This is an optimization exercise on Yosys and OpenROAD, whose aim is small area, not a production implementation. At most, simulation tests tie the RTL to the original design; equivalence was not proved. The clock port is modelled as an ideal driver; clocking choices that lean on that would not hold on a real chip. No activity file was given, so power comes from the tool's default toggle rates.

Design cpuTop, start of the top module:
module cpuTop (
  input  logic        clk,
  input  logic        reset,
  input  logic [15:0] instr,
  input  logic [15:0] memRdata,
  output logic [15:0] pc,
  output logic [15:0] memAddr,
  output logic [15:0] memWdata,
  output logic        memWrite,
  output logic        memEn
);
Size: about 320 flip-flops, roughly 11000 um2 of cells after synthesis.
clock: 11.0 ns
lec_check: 0
cap_margin: 20
core_margin: 2
core_utilization: 65
gpl_timing_driven: 0
slew_margin: 20
synth_hierarchical: 1
standard.sh (not shown) runs the stock make flow with config.mk's settings and CLKGATE_MAP_FILE= SYNTH_SCRIPT=/design/flow/synth_recipe.tcl, a recipe that flattens the netlist after the stock synthesis.
==> flow/flow/run.sh <==
#!/bin/bash
# Own flow: the standard layout (standard.sh, with its standard
# synthesis unchanged) with three settings passed through ORFS's own
# variables:
#  - port buffers are the smallest buffer, sky130_fd_sc_hd__buf_1 (every
#    input and output port still gets its own buffer);
#  - clock tree synthesis uses clkbuf_4 clusters and adds no dummy loads;
#  - after clock tree synthesis, logic cells with timing to spare are swapped
#    for smaller cells of the same function (flow/downsize.tcl); global
#    routing's repair steps then run as usual.
# make's full output goes to flow.log here; ORFS keeps each step's log under
# orfs/logs/.
set -euo pipefail
export BUFFER_PORTS_ARGS="-buffer_cell sky130_fd_sc_hd__buf_1"
export CTS_ARGS="-sink_clustering_enable -repair_clock_nets -dont_use_dummy_load -buf_list sky130_fd_sc_hd__clkbuf_4 -sink_clustering_size 12 -sink_clustering_max_diameter 40"
export POST_CTS_TCL="$PWD/flow/downsize.tcl"
bash standard.sh > flow.log 2>&1
==> flow/flow/downsize.tcl <==
# Sourced by ORFS at the end of clock tree synthesis (POST_CTS_TCL), before
# the CTS result is written. Global routing's own repair_design and
# repair_timing run later, in their own step, and fix any slew, capacitance
# or timing this leaves.
estimate_parasitics -placement
# Greedy downsizing: swap each logic cell for the smallest cell of the same
# family (same name up to the drive suffix, so the same function and pins)
# when setup slack stays above a margin and no max slew or capacitance
# limit is broken. Clock tree cells and port buffers are left alone.
set ds_margin 0.05e-9
set db [ord::get_db]
set block [ord::get_db_block]
set dont_use {}
if { [info exists ::env(DONT_USE_CELLS)] } { set dont_use $::env(DONT_USE_CELLS) }
array set fam {}
foreach lib [$db getLibs] {
  foreach m [$lib getMasters] {
    set n [$m getName]
    if { [regexp {^(sky130_fd_sc_hd__[a-z0-9]+(?:_[a-z][a-z0-9]*)*)_([0-9]+)$} $n -> base sz] } {
      if { [lsearch -exact $dont_use $n] < 0 } { lappend fam($base) $m }
    }
  }
}
proc ds_area { m } { return [expr { double([$m getWidth]) * [$m getHeight] }] }
proc ds_ok { margin } {
  if { [sta::worst_slack_cmd max] < $margin } { return 0 }
  if { [sta::max_slew_violation_count] > 0 } { return 0 }
  if { [sta::max_capacitance_violation_count] > 0 } { return 0 }
  return 1
}
set saved 0.0
set swaps 0
foreach inst [$block getInsts] {
  set m [$inst getMaster]
  set n [$m getName]
  set iname [$inst getName]
  if { [$inst isFixed] } { continue }
  if { [regexp {clkbuf|clkinv|clkdly|dlygate|tapvpwr|fill|decap|conb|df|dl|sdf|edf} $n] } { continue }
  if { [regexp {^(input|output)[0-9]+$} $iname] } { continue }
  if { ![regexp {^(sky130_fd_sc_hd__[a-z0-9]+(?:_[a-z][a-z0-9]*)*)_([0-9]+)$} $n -> base sz] } { continue }
  if { ![info exists fam($base)] } { continue }
  set cur [ds_area $m]
  set cands {}
  foreach c $fam($base) {
    if { [ds_area $c] < $cur } { lappend cands [list [ds_area $c] $c] }
  }
  foreach pair [lsort -real -index 0 $cands] {
    set c [lindex $pair 1]
    replace_cell $iname [$c getName]
    if { [ds_ok $ds_margin] } {
      set saved [expr { $saved + $cur - [lindex $pair 0] }]
      incr swaps
      break
    }
    replace_cell $iname $n
  }
}
puts "downsize: $swaps cells swapped, [expr {$saved / 1e6}] um2 saved"
detailed_placement
check_placement -verbose
The baseline passed the timing, DRC and antenna checks.
Edit:
--- a/flow/flow/downsize.tcl
+++ b/flow/flow/downsize.tcl
@@ -8,5 +8,5 @@
 # when setup slack stays above a margin and no max slew or capacitance
 # limit is broken. Clock tree cells and port buffers are left alone.
-set ds_margin 0.05e-9
+set ds_margin 0.15e-9
 set db [ord::get_db]
 set block [ord::get_db_block]
Settings changed: GPL_TIMING_DRIVEN 0 to not set.
Register-to-register slack improved by 110 ps; clock skew is lower by 35 ps; critical path depth is higher by 1; final cell count is lower slightly; power hardly moves; global-route usage is higher by 0.79 points; setup slack improved by 74 ps.

* * *

== before ==
Another version of the RTL of cpuTop (not shown whole).
For scale: ~320 flip-flops, ~84 I/O pins, ~11,000 um^2 of cells after synthesis.
Settings: LEC_CHECK=0, CAP_MARGIN=20, CORE_MARGIN=2, CORE_UTILIZATION=65, SLEW_MARGIN=20, SYNTH_HIERARCHICAL=1; clock period 11.0 ns.
==> flow/flow/downsize.tcl <==
# Sourced by ORFS at the end of clock tree synthesis (POST_CTS_TCL), before
# the CTS result is written. Global routing's own repair_design and
# repair_timing run later, in their own step, and fix any slew, capacitance
# or timing this leaves.
estimate_parasitics -placement
# Greedy downsizing: swap each logic cell for the smallest cell of the same
# family (same name up to the drive suffix, so the same function and pins)
# when setup slack stays above a margin and no max slew or capacitance
# limit is broken. Clock tree cells and port buffers are left alone.
set ds_margin 0.15e-9
set db [ord::get_db]
set block [ord::get_db_block]
set dont_use {}
if { [info exists ::env(DONT_USE_CELLS)] } { set dont_use $::env(DONT_USE_CELLS) }
array set fam {}
foreach lib [$db getLibs] {
  foreach m [$lib getMasters] {
    set n [$m getName]
    if { [regexp {^(sky130_fd_sc_hd__[a-z0-9]+(?:_[a-z][a-z0-9]*)*)_([0-9]+)$} $n -> base sz] } {
      if { [lsearch -exact $dont_use $n] < 0 } { lappend fam($base) $m }
    }
  }
}
proc ds_area { m } { return [expr { double([$m getWidth]) * [$m getHeight] }] }
# a swap may not take setup slack below the margin (or below where it
# started, if it started lower) nor add slew or capacitance violations
set ds_ws0 [sta::worst_slack_cmd max]
if { $ds_ws0 < $ds_margin } { set ds_margin $ds_ws0 }
set ds_slew0 [sta::max_slew_violation_count]
set ds_cap0 [sta::max_capacitance_violation_count]
proc ds_ok { margin } {
  if { [sta::worst_slack_cmd max] < $margin } { return 0 }
  if { [sta::max_slew_violation_count] > $::ds_slew0 } { return 0 }
  if { [sta::max_capacitance_violation_count] > $::ds_cap0 } { return 0 }
  return 1
}
set saved 0.0
set swaps 0
foreach inst [$block getInsts] {
  set m [$inst getMaster]
  set n [$m getName]
  set iname [$inst getName]
  if { [$inst isFixed] } { continue }
  if { [regexp {clkbuf|clkinv|clkdly|dlygate|tapvpwr|fill|decap|conb|df|dl|sdf|edf} $n] } { continue }
  if { [regexp {^(input|output)[0-9]+$} $iname] } { continue }
  if { ![regexp {^(sky130_fd_sc_hd__[a-z0-9]+(?:_[a-z][a-z0-9]*)*)_([0-9]+)$} $n -> base sz] } { continue }
  if { ![info exists fam($base)] } { continue }
  set cur [ds_area $m]
  set cands {}
  foreach c $fam($base) {
    if { [ds_area $c] < $cur } { lappend cands [list [ds_area $c] $c] }
  }
  foreach pair [lsort -real -index 0 $cands] {
    set c [lindex $pair 1]
    replace_cell $iname [$c getName]
    if { [ds_ok $ds_margin] } {
      set saved [expr { $saved + $cur - [lindex $pair 0] }]
      incr swaps
      break
    }
    replace_cell $iname $n
  }
}
puts "downsize: $swaps cells swapped, [expr {$saved / 1e6}] um2 saved"
detailed_placement
check_placement -verbose
Scripts as last shown in full above: flow/flow/run.sh
before: it failed with a tool error in clock tree synthesis (4_1_cts), so there are no final results.
Input-level comparison between after and before:
-- flow/flow/downsize.tcl --
<<< before, line 29
set ds_slew0 [sta::max_slew_violation_count]
set ds_cap0 [sta::max_capacitance_violation_count]
>>> after, line 29
set ::ds_slew0 [sta::max_slew_violation_count]
set ::ds_cap0 [sta::max_capacitance_violation_count]
==> comparison <==
after finished end to end and its layout was clean on timing, DRC and antenna.
Delta (after minus before): sequential fraction of the synthesis area about even, placed instance count about even, number of clock sinks about even, floorplan die height about even, post-synth net total about even.
There was hardly any difference in synthesized area between before and after.
Diff before -> after: I/O pin total barely changed, number of synthesized flops with an enable pin barely changed, weighted congestion at the end of routability-driven global placement barely changed.
No functional check of the RTL was part of any run of this note.

port drivers added, routing unchanged:
Ports are ideal in the flow. The routed layouts listed here were re-timed in OpenROAD. Step 1: set_driving_cell puts a clkbuf_16 on clk and a buf_2 on each other input, an assumption about the parent block. Step 2 also shifts input and output timing later by t, the mid clock arrival at the registers, as if the neighbouring blocks saw the same clock. a / b / c = ideal ports / drivers / drivers and shift; a / b = the first two.
run | t, ns | setup slack, ns | worst setup path after step 2 | latest minus earliest clock arrival (ns)
the first run of note 1 | 0.617 | 0.301 / 0.298 / -0.320 | input to register | 0.107 / 0.107
the second run of note 1 | 0.627 | 0.375 / 0.381 / -0.246 | input to register | 0.072 / 0.072
after | 0.638 | 0.358 / 0.367 / -0.271 | input to register | 0.092 / 0.092
With both steps, setup timing fails in every run listed, where it was met with ideal ports. For after, which loses most, drivers alone change the setup slack by +0.009 ns; drivers and shift together by -0.629 ns.
